Background: an optimization exercise with open tools, aiming at small area. Do not read the settings as production practice. Function was checked by simulation only, so behaviour that the tests miss may differ from the original. Power figures rest on the tool's default switching activity, not on a simulated workload.

===== flow/flow/run.sh =====
#!/bin/bash
# Standard layout with smaller port buffers and a leaner clock tree.
set -euo pipefail
export BUFFER_PORTS_ARGS="-buffer_cell sky130_fd_sc_hd__buf_1"
export CTS_ARGS="-sink_clustering_enable -repair_clock_nets -dont_use_dummy_load -buf_list sky130_fd_sc_hd__clkbuf_4 -sink_clustering_size 10 -sink_clustering_max_diameter 40"
bash standard.sh > standard_make.log 2>&1

===== flow/standard.sh =====
#!/bin/bash
# synth_recipe.tcl (not shown) runs the flow's synth.tcl, then flattens the netlist and writes it again
# the make line also repeats each setting of config.mk as NAME=value (left out here)
make -C /OpenROAD-flow-scripts/flow DESIGN_CONFIG=/design/flow/config.mk WORK_HOME=/design/flow/orfs CLKGATE_MAP_FILE= SYNTH_SCRIPT=/design/flow/synth_recipe.tcl "${@:-finish}"

===== flow/config.mk =====
export PLATFORM = sky130hd
export DESIGN_NAME = lane_bank_top
export DESIGN_NICKNAME = lane_bank_top
export VERILOG_FILES = /design/flow/design.v
export SDC_FILE = /design/flow/constraint.sdc
export NUM_CORES = 4
export LEC_CHECK = 0
export CAP_MARGIN = 20
export CORE_MARGIN = 2
export CORE_UTILIZATION = 60
export SLEW_MARGIN = 20

===== flow/constraint.sdc =====
create_clock -name core_clock -period 5.0 [get_ports {clk}]
set_input_delay 1.0000 -clock core_clock [delete_from_list [all_inputs] [get_ports {clk}]]
set_output_delay 1.0000 -clock core_clock [all_outputs]
set_load 0.01 [all_outputs]

===== flow/design.v =====
package lane_buf_pkg;
  localparam int DATA_W = 32;
  localparam int APB_AW = 4;
  typedef logic [DATA_W-1:0] lane_data_t;
  localparam logic [3:0] REG_KSIZE  = 4'h0;
  localparam logic [3:0] REG_STATUS = 4'h4;
endpackage
module lane_fifo #(
  parameter int DATA_W = lane_buf_pkg::DATA_W
) (
  input  logic              clk,
  input  logic              reset,
  input  logic              push,
  input  logic              pop,
  input  logic [2:0]        in_sel,
  input  logic [DATA_W-1:0] in_a,
  input  logic [DATA_W-1:0] in_b,
  input  logic [DATA_W-1:0] in_c,
  output logic [DATA_W-1:0] out_data,
  output logic              rdy,
  output logic              vld
);
  logic [DATA_W-1:0] mem_n [4];
  logic [DATA_W-1:0] wr_data_n;
  logic [3:0] rd_sel;
  logic       nempty;
  assign vld = nempty;
  assign rdy = ~(nempty & rd_sel[3]);
  assign wr_data_n = ~(({DATA_W{in_sel[0]}} & in_a) |
                       ({DATA_W{in_sel[1]}} & in_b) |
                       ({DATA_W{in_sel[2]}} & in_c));
  assign out_data = ~(({DATA_W{rd_sel[0]}} & mem_n[0]) |
                      ({DATA_W{rd_sel[1]}} & mem_n[1]) |
                      ({DATA_W{rd_sel[2]}} & mem_n[2]) |
                      ({DATA_W{rd_sel[3]}} & mem_n[3]));
  always_ff @(posedge clk) begin
    if (push) begin
      mem_n[0] <= wr_data_n;
      mem_n[1] <= mem_n[0];
      mem_n[2] <= mem_n[1];
      mem_n[3] <= mem_n[2];
    end
  end
  always_ff @(posedge clk) begin
    if (reset) begin
      rd_sel <= 4'b0001;
      nempty <= 1'b0;
    end else begin
      if (push && !pop && nempty) begin
        rd_sel <= {rd_sel[2:0], 1'b0};
      end else if (pop && !push && !rd_sel[0]) begin
        rd_sel <= {1'b0, rd_sel[3:1]};
      end
      nempty <= push | (nempty & ~(pop & rd_sel[0]));
    end
  end
endmodule
module lane_router (
  input  logic             m_k3,
  input  logic             m_k5,
  input  logic             m_ch,
  input  logic [7:0]       in_vld,
  output logic [7:0]       in_rdy,
  output logic [7:0]       out_vld,
  input  logic [7:0]       out_rdy,
  output logic [7:0]       lane_push,
  output logic [7:0]       lane_pop,
  output logic [7:0][2:0]  lane_in_sel,
  input  logic [7:0]       lane_rdy,
  input  logic [7:0]       lane_vld,
  output logic [7:0]       lane_empty
);
  logic [7:0] lane_in_vld;
  logic [7:0] lane_out_rdy;
  always_comb begin
    for (int j = 0; j < 8; j++) begin
      lane_in_sel[j] = {m_ch, m_k5, m_k3};
    end
    for (int j = 0; j < 4; j++) begin
      lane_in_vld[j]  = (m_k3 & in_vld[j]) | (m_k5 & lane_vld[j+4]) | (m_ch & lane_vld[j+1]);
      lane_out_rdy[j] = (j == 0) ? out_rdy[0] : (m_ch ? lane_rdy[j-1] : out_rdy[j]);
      if (j == 3) lane_in_vld[j+4] = (m_k3 & in_vld[7]) | (m_k5 & in_vld[3]) | (m_ch & in_vld[0]);
      else        lane_in_vld[j+4] = (m_k3 & in_vld[j+4]) | (m_k5 & in_vld[j]) | (m_ch & lane_vld[j+5]);
      lane_out_rdy[j+4] = m_k3 ? out_rdy[j+4] : (m_k5 ? lane_rdy[j] : lane_rdy[j+3]);
      out_vld[j]   = lane_vld[j] & ((j == 0) | ~m_ch);
      out_vld[j+4] = lane_vld[j+4] & m_k3;
      if (j == 0) in_rdy[j] = m_k3 ? lane_rdy[0] : (m_k5 ? lane_rdy[4] : lane_rdy[7]);
      else        in_rdy[j] = m_k3 ? lane_rdy[j] : (m_k5 & lane_rdy[j+4]);
      in_rdy[j+4] = m_k3 & lane_rdy[j+4];
    end
    lane_empty = ~lane_vld;
    lane_push  = lane_in_vld & lane_rdy;
    lane_pop   = lane_vld & lane_out_rdy;
  end
endmodule
module kernel_cfg_apb #(
  parameter int NUM_LANES = 8
) (
  input  logic                            clk,
  input  logic                            reset,
  input  logic                            psel,
  input  logic                            penable,
  input  logic                            pwrite,
  input  logic [lane_buf_pkg::APB_AW-1:0] paddr,
  input  logic [31:0]                     pwdata,
  output logic [31:0]                     prdata,
  output logic                            pready,
  output logic                            pslverr,
  input  logic [NUM_LANES-1:0]            lane_empty,
  output logic                            m_k3,
  output logic                            m_k5,
  output logic                            m_ch
);
  logic access;
  logic addr_ok;
  logic all_empty;
  logic ksize_wr;
  logic is_k3;
  logic is_k5;
  assign pready = 1'b1;
  assign access    = psel & penable;
  assign all_empty = &lane_empty;
  assign addr_ok   = (paddr == lane_buf_pkg::REG_KSIZE) ||
                     (paddr == lane_buf_pkg::REG_STATUS);
  assign ksize_wr  = access & pwrite & (paddr == lane_buf_pkg::REG_KSIZE);
  assign pslverr = access & (!addr_ok | (ksize_wr & !all_empty));
  assign is_k3 = (pwdata[3:0] == 4'd3);
  assign is_k5 = (pwdata[3:0] == 4'd5);
  always_ff @(posedge clk) begin
    if (reset) begin
      m_k3 <= 1'b1;
      m_k5 <= 1'b0;
      m_ch <= 1'b0;
    end else if (ksize_wr && all_empty) begin
      m_k3 <= is_k3;
      m_k5 <= is_k5;
      m_ch <= ~is_k3 & ~is_k5;
    end
  end
  always_comb begin
    case (paddr)
      lane_buf_pkg::REG_KSIZE:  prdata = {28'd0, 1'b0, ~m_k3, ~m_k5, 1'b1};
      lane_buf_pkg::REG_STATUS: prdata = 32'(lane_empty);
      default:                  prdata = '0;
    endcase
  end
endmodule
module output_lane_bank (
  input  logic                            clk,
  input  logic                            reset,
  input  logic [7:0]                      in_vld,
  output logic [7:0]                      in_rdy,
  input  logic [7:0][31:0]                in_data,
  output logic [7:0]                      out_vld,
  input  logic [7:0]                      out_rdy,
  output logic [7:0][31:0]                out_data,
  input  logic                            psel,
  input  logic                            penable,
  input  logic                            pwrite,
  input  logic [lane_buf_pkg::APB_AW-1:0] paddr,
  input  logic [31:0]                     pwdata,
  output logic [31:0]                     prdata,
  output logic                            pready,
  output logic                            pslverr
);
  logic             m_k3;
  logic             m_k5;
  logic             m_ch;
  logic [7:0]       lane_empty;
  logic [7:0]       lane_push;
  logic [7:0]       lane_pop;
  logic [7:0][2:0]  lane_in_sel;
  logic [7:0][31:0] src_b;
  logic [7:0][31:0] src_c;
  logic [7:0]       lane_rdy;
  logic [7:0]       lane_vld;
  logic [7:0][31:0] lane_out_data;
  kernel_cfg_apb #(
    .NUM_LANES (8)
  ) u_cfg (
    .clk        (clk),
    .reset      (reset),
    .psel       (psel),
    .penable    (penable),
    .pwrite     (pwrite),
    .paddr      (paddr),
    .pwdata     (pwdata),
    .prdata     (prdata),
    .pready     (pready),
    .pslverr    (pslverr),
    .lane_empty (lane_empty),
    .m_k3       (m_k3),
    .m_k5       (m_k5),
    .m_ch       (m_ch)
  );
  lane_router u_router (
    .m_k3          (m_k3),
    .m_k5          (m_k5),
    .m_ch          (m_ch),
    .in_vld        (in_vld),
    .in_rdy        (in_rdy),
    .out_vld       (out_vld),
    .out_rdy       (out_rdy),
    .lane_push     (lane_push),
    .lane_pop      (lane_pop),
    .lane_in_sel   (lane_in_sel),
    .lane_rdy      (lane_rdy),
    .lane_vld      (lane_vld),
    .lane_empty    (lane_empty)
  );
  always_comb begin
    for (int j = 0; j < 4; j++) begin
      src_b[j]   = lane_out_data[j+4];
      src_c[j]   = lane_out_data[j+1];
      src_b[j+4] = in_data[j];
      src_c[j+4] = (j == 3) ? in_data[0] : lane_out_data[j+5];
    end
  end
  assign out_data = lane_out_data;
  for (genvar i = 0; i < 8; i++) begin : g_lane
    lane_fifo #(
      .DATA_W (32)
    ) u_fifo (
      .clk      (clk),
      .reset    (reset),
      .push     (lane_push[i]),
      .pop      (lane_pop[i]),
      .in_sel   (lane_in_sel[i]),
      .in_a     (in_data[i]),
      .in_b     (src_b[i]),
      .in_c     (src_c[i]),
      .out_data (lane_out_data[i]),
      .rdy      (lane_rdy[i]),
      .vld      (lane_vld[i])
    );
  end
endmodule
module lane_bank_top (
  input  logic         clk,
  input  logic         reset,
  input  logic [7:0]   in_vld,
  output logic [7:0]   in_rdy,
  input  logic [255:0] in_data,
  output logic [7:0]   out_vld,
  input  logic [7:0]   out_rdy,
  output logic [255:0] out_data,
  input  logic         psel,
  input  logic         penable,
  input  logic         pwrite,
  input  logic [3:0]   paddr,
  input  logic [31:0]  pwdata,
  output logic [31:0]  prdata,
  output logic         pready,
  output logic         pslverr
);
  output_lane_bank u_bank (
    .clk      (clk),
    .reset    (reset),
    .in_vld   (in_vld),
    .in_rdy   (in_rdy),
    .in_data  (in_data),
    .out_vld  (out_vld),
    .out_rdy  (out_rdy),
    .out_data (out_data),
    .psel     (psel),
    .penable  (penable),
    .pwrite   (pwrite),
    .paddr    (paddr),
    .pwdata   (pwdata),
    .prdata   (prdata),
    .pready   (pready),
    .pslverr  (pslverr)
  );
endmodule

==> impl_results.md, run 1 <==
* Async set-reset flop share out of synthesis at 0%
* CP endpoint kind: output pin
* CTS tree: built
* Setup TNS at 0 ns
* Post-synth EDFFs at 1024
* Power Dens Cells at 363 nW/um2
* Slew Viols, Final at 0
* Root buffer cell: clkbuf_4
* Mapped Area at 41400 um2
* Worst path cell trace: buf_4 -> a22o_1 -> a221oi_1 -> clkdlybuf4s18_2 -> buf_1
* Count leader, synth: edfxtp_1
* I/O Buffers at 565
* Pre-CTS setup slack at 1.73 ns
* Initial DRC count at 6052
* Fmax at 232 MHz
* Nets at 3272
* Synth unique cells at 60
* Core area at 68500 um2
* Largest net degree at the start of global routing at 169
* P_leak at 15.2 nW
* Hold-fix buffers, CTS at 0
* First-pass GRT wire length at 179000 um
* Rows at 96
* Critical path's top delay family: compound AO/OA/AOI/OAI gates
* WS Path Type: flop to output pin
* Wire length per cell at 33.2 um
* Commonest cells in the netlist: edfxtp_1, a222oi_1, a221oi_1
* Setup crit start kind: flop
* Dpl cells at 3694
* Status: finished clean
* Skew-Pair Late Insertion Delay at 1.01 ns
* Worst Path Buf+Inv at 3
* Ys Warns at 5
* Period utilisation layout at 86.1%
* Final cell count without fillers at 3855
* Sequential area share after synthesis at 76.4%
* Layout cells sized above 1 at 10.0%
* Top cells by area, synth: edfxtp_1, a222oi_1, a221oi_1, a22o_1, dfxtp_1
* Initial Utilization at 60.4%
* I/O pin cnt at 619
* Layout area overhead at 10.7%
* Pre-antenna DRT Iters at 15
* Fin. Hold Viols at 0
* Post-cts sizing count at 0
* VDD IR max at 0.196 mV
* Die width at 267 um
* Synth Area per Inst at 17.5 um2
* Worst Skew at 0.0887 ns
* WP data required at 4.00 ns
* RePlAce Congestion at 1.06
* Final min period at 4.30 ns
* Post-route setup slack at 0.696 ns
* Share of the synthesized area in the top cell type at 74.3%
* DR DRC count at 0
* Max Fanout on Critical Path at 24
* Max incr delay on CP at 0.68 ns
* CTS Buf Count at 141
* RSZ-0062 raised after global routing: false
* Clock sink total at 1067
* Fillers at 4863
* Grt ovf at 0
* Post-CTS Setup Inserts at 0
* Cells after Synth at 2361
* Slew margin rel. at 18.0%
* Initial antenna violation count at 20
* Top FF cell, synth: edfxtp_1
* Die Footprint at 71100 um2
* Final setup viols at 0
* GRT Util Overall at 34.8%
* Hold Path Class: primary input to flop
* Via density per instance at 7.43
* WP data arrival at 3.30 ns
* Vias at 28635
* Clk buf depth at 3
* Cell taking the most area after synthesis: edfxtp_1
* DP HPWL at 87900 um
* Yosys reg bits at 1067
* Routed Antenna Nets at 0
* Die Y at 267 um
* Max-cap violations at 0
* Depth of the CTS H-tree at 4
* Worst-Margin Slew at 1.23 ns
* Clk slew on worst S/H paths at 0.10 ns
* Detailed Route WL at 128000 um
* CP max stage cell: a221oi_1
* Vias in the first global route at 26212
[through the flow]
stage	power [mW]	util, %	hold WS, ns	cell area (um2)
floorplan	11.7	-	0.427	41500
global placement	12.7	65.2	0.429	44700
detailed placement	12.7	65.3	0.434	44700
CTS	16.6	66.8	0.211	45800
global route	17.2	66.9	0.254	45800
finish	16.6	66.9	0.313	45800
[worst register-to-register path, delay by kind of cell, from the launching register on]
kind / cells / cell delay, ns
flip-flops: 1 / 0.96
AO/OA/AOI/OAI: 2 / 1.09
buffers and inverters: 1 / 0.47
[routing by layer]
metal,GRT usage [%],vias to the layer above,wire [um]
met3,11.9,297,19200
met1,51.1,14354,48900
met4,12.9,6,4470
met5,1.39,-,161
li1,-,11702,-
met2,48.5,2276,55300
[kinds of logic (layout without fill, tap and decap cells)]
kind of cell,Yosys count,after routing,synth area share [%]
AND/OR/NAND/NOR,116,116,1.50
multiplexers,4,4,0.0968
other,2,41,0.0181
buffers and inverters,280,853,2.89
flip-flops,1067,1067,76.4
AO/OA/AOI/OAI,891,891,19.1
XOR/XNOR,1,1,0.0212
[registers in the layout (all words and copies together) (netlist names)]
register	count
u_bank.g_lane.u_fifo.mem_n	1024
u_bank.g_lane.u_fifo.nempty	8
u_bank.g_lane.u_fifo.rd_sel	32
u_bank.u_cfg.m_ch	1
u_bank.u_cfg.m_k3	1
u_bank.u_cfg.m_k5	1
[layout make-up]
| cell class | instances | area [um2] | area share, % |
|---|---|---|---|
| diodes | 16 | 40.0 | 0.0874 |
| clock buffers | 141 | 1060 | 2.31 |
| inverters | 21 | 81.3 | 0.178 |
| repair buffers | 691 | 3170 | 6.93 |
| flip-flops and latches | 1067 | 31600 | 69.0 |
| multi-input cells | 1037 | 8740 | 19.1 |
| well taps | 882 | 1100 | 2.41 |
[placed cells by master (no fill, tap or decap), types with 4 or more instances in the layout]
master / synthesis / final
a21oi_1: 38 / 31
a21oi_4: 0 / 7
a221oi_1: 260 / 260
a222oi_1: 264 / 264
a22o_1: 259 / 259
a31oi_1: 11 / 11
and2_1: 5 / 5
buf_1: 18 / 565
buf_12: 0 / 10
buf_2: 9 / 4
buf_4: 26 / 107
clkbuf_2: 0 / 4
clkbuf_4: 0 / 141
conb_1: 2 / 25
dfxtp_1: 43 / 38
diode_2: 0 / 16
edfxtp_1: 1024 / 1024
inv_1: 21 / 20
mux2i_1: 4 / 4
nand2_1: 36 / 36
nand2b_1: 6 / 6
nand3_1: 7 / 7
nor2_1: 22 / 22
nor2b_1: 9 / 9
nor3_1: 4 / 4
o211ai_1: 5 / 5
o21ai_0: 18 / 18
o221a_2: 4 / 4
o221ai_1: 5 / 5
[power by group]
part / switching [mW] / internal, mW / total, mW
Combinational: 1.29 / 0.615 / 1.90
Clock: 2.73 / 1.30 / 4.03
Sequential: 0.326 / 10.4 / 10.7
[final timing paths]
| check | startpoint | end | slack, ns | depth (start not counted) |
|---|---|---|---|---|
| worst max register to register | u_bank.u_cfg.m_k3 | u_bank.g_lane[5].u_fifo.mem_n[2][3] | 1.95 | 3 |
| worst min-delay path | in_data[240] | u_bank.g_lane[7].u_fifo.mem_n[0][16] | 0.31 | 2 |
| worst min register to register | u_bank.g_lane[4].u_fifo.mem_n[0][27] | u_bank.g_lane[4].u_fifo.mem_n[1][27] | 0.39 | 0 |
| worst max-delay path | u_bank.g_lane[5].u_fifo.rd_sel[3] | out_data[161] | 0.70 | 5 |
==> run 2: changes to the inputs <==
==> flow/flow/run.sh (replaced) <==
#!/bin/bash
# Standard layout with smaller port buffers and a leaner clock tree.
set -euo pipefail
export BUFFER_PORTS_ARGS="-buffer_cell sky130_fd_sc_hd__buf_1"
export CTS_ARGS="-sink_clustering_enable -repair_clock_nets -dont_use_dummy_load -buf_list sky130_fd_sc_hd__clkbuf_4 -sink_clustering_size 8 -sink_clustering_max_diameter 40"
bash standard.sh > standard_make.log 2>&1
==> impl_results.md, run 2 <==
* Slew Viols, Final at 0
* Power Dens Cells at 367 nW/um2
* Cells after Synth at 2361
* Cell taking the most area after synthesis: edfxtp_1
* Async set-reset flop share out of synthesis at 0%
* Placed Area at 44700 um2
* Register Area at 31600 um2
* Largest net degree at the start of global routing at 169
* Hold Path Class: primary input to flop
* Setup TNS at 0 ns
* Clk buf depth at 3
* Count leader, synth: edfxtp_1
* Via density per instance at 7.43
* Final min period at 4.28 ns
* Post-synth EDFFs at 1024
* RePlAce Congestion at 1.06
* Pre-antenna DRT Iters at 15
* WS Path Type: flop to output pin
* Root buffer cell: clkbuf_4
* Final cell count without fillers at 3871
* Worst-Margin Slew at 1.25 ns
* First-pass GRT wire length at 179000 um
* Clk slew on worst S/H paths at 0.09 ns
* Commonest cells in the netlist: edfxtp_1, a222oi_1, a221oi_1
* CP endpoint kind: output pin
* Top cells by area, synth: edfxtp_1, a222oi_1, a221oi_1, a22o_1, dfxtp_1
* Skew-Pair Late Insertion Delay at 1.03 ns
* I/O Buffers at 565
* Layout area overhead at 11.0%
* Setup crit start kind: flop
* Most common cell after layout, fill and taps aside: edfxtp_1
* Initial antenna violation count at 17
* Top FF cell, synth: edfxtp_1
* Total power at 16.8 mW
* DP HPWL at 87900 um
* Post-CTS Setup Inserts at 0
* Share of the synthesized area in the top cell type at 74.3%
* Clock sink total at 1067
* Hold-fix buffers, CTS at 0
* Mapped Area at 41400 um2
* CTS tree: built
* DR DRC count at 0
* Vias in the first global route at 26363
* Die Y at 267 um
* Fillers at 4853
* Most flops, register: u_bank.g_lane.u_fifo.mem_n
* Final setup viols at 0
* WP data arrival at 3.28 ns
* Fmax at 234 MHz
* Post-route cell area at 45900 um2
* VDD IR max at 0.214 mV
* WP data required at 4.00 ns
* Slew margin rel. at 16.6%
* Multi-input gate area at 8740 um2
* Initial Utilization at 60.4%
* Die Footprint at 71100 um2
* Largest regs: u_bank.g_lane.u_fifo.mem_n (1024), u_bank.g_lane.u_fifo.rd_sel (32), u_bank.g_lane.u_fifo.nempty (8)
* Die width at 267 um
* Commonest cells after routing, fill and taps aside: edfxtp_1, buf_1, a222oi_1, a221oi_1, a22o_1
* Status: finished clean
* Layout cells sized above 1 at 10.6%
* Yosys reg bits at 1067
* Fin. Hold Viols at 0
* P_leak at 15.3 nW
* Routed Antenna Nets at 0
* Worst Skew at 0.122 ns
* Post-cts sizing count at 0
* Nets at 3290
* Detailed Route WL at 128000 um
* Max-cap violations at 0
* Max reg flops at 1024
* Ys Warns at 5
* Synth unique cells at 60
* Sequential area share after synthesis at 76.4%
* Core area at 68500 um2
* Wire length per cell at 33.1 um
* GRT Util Overall at 34.9%
* Initial DRC count at 5711
* Rows at 96
* Vias at 28753
* Dpl cells at 3694
* I/O pin cnt at 619
* CTS Buf Count at 159
* Synth Area per Inst at 17.5 um2
* RSZ-0062 raised after global routing: false
* Max Fanout on Critical Path at 24
* Period utilisation layout at 85.6%
* Grt ovf at 0
* Depth of the CTS H-tree at 4
run 2: path summary, 6_finish.rpt:
check	start	end	slack, ns	cells past startpoint
worst max-delay path	u_bank.g_lane[5].u_fifo.rd_sel[3]	out_data[161]	0.72	5
worst min-delay path	in_data[156]	u_bank.g_lane[4].u_fifo.mem_n[0][28]	0.28	2
worst min register to register	u_bank.g_lane[1].u_fifo.mem_n[1][22]	u_bank.g_lane[1].u_fifo.mem_n[2][22]	0.39	0
worst max register to register	u_bank.u_cfg.m_k3	u_bank.g_lane[3].u_fifo.rd_sel[2]	1.98	6
run 2: kinds of logic after synthesis:
family / share of synthesized area [%]
other: 0.0181
XOR/XNOR: 0.0212
AND/OR/NAND/NOR: 1.50
buffers and inverters: 2.89
multiplexers: 0.0968
AO/OA/AOI/OAI: 19.1
flip-flops: 76.4
run 2: power breakdown:
part	leakage [nW]	internal (mW)	switching (mW)
combinational	4.21	0.615	1.29
sequential	10.4	10.4	0.325
clock	0.732	1.46	2.77
run 2: routing by layer:
layer / wire (um) / track usage (%)
met5: 17 / 0
met4: 4170 / 13.3
met3: 19400 / 12.1
met2: 55600 / 48.4
met1: 49100 / 51.1
run 2: final cells by class:
| class | count | share of cell area [%] |
|---|---|---|
| Multi-Input combinational cell | 1037 | 19.0 |
| Sequential cell | 1067 | 68.8 |
| Timing Repair Buffer | 691 | 6.91 |
| Inverter | 21 | 0.177 |
| Antenna cell | 14 | 0.0762 |
| Clock buffer | 159 | 2.60 |
| Tap cell | 882 | 2.40 |
run 2: worst max-delay path: stages (launching register included):
cell and delay [ns]:
dfxtp_1 0.54, buf_4 0.36, a22o_1 0.23, a221oi_1 0.68, clkdlybuf4s18_2 0.38, buf_1 0.17
run 2: stage by stage:
step           worst slack, ns  utilization, %  hold slack, ns
2_1_floorplan            0.695               -           0.427
3_3_place_gp              1.60            65.2           0.429
3_5_place_dp              1.73            65.3           0.434
4_1_cts                  0.681            67.0           0.174
5_1_grt                  0.656            67.1           0.231
6_report                 0.720            67.1           0.277

[port drivers added, routing unchanged]
The flow's constraints put no driver on any port. The routed layouts listed below were extracted and timed again, unchanged, in two steps.
Step 1 assumes that a clkbuf_16 drives the clock port and a buf_2 every other input.
Step 2 adds t to the input delays and takes it off the output delays; t is the mean of the earliest and latest rising clock arrival at the registers after step 1. Input paths then give back, and output paths get back, about the clock's delay inside the block.
Three values: ideal, step 1, step 2; two values: the first two.
| run | t (ns) | setup slack, ns | cell pins on the clock port's net |
|---|---|---|---|
| run 1 | 1.030 | 0.696 / 0.633 / 1.663 | 1 |
| run 2 | 1.037 | 0.720 / 0.651 / 1.688 | 1 |
After both steps every run listed still meets setup and hold.
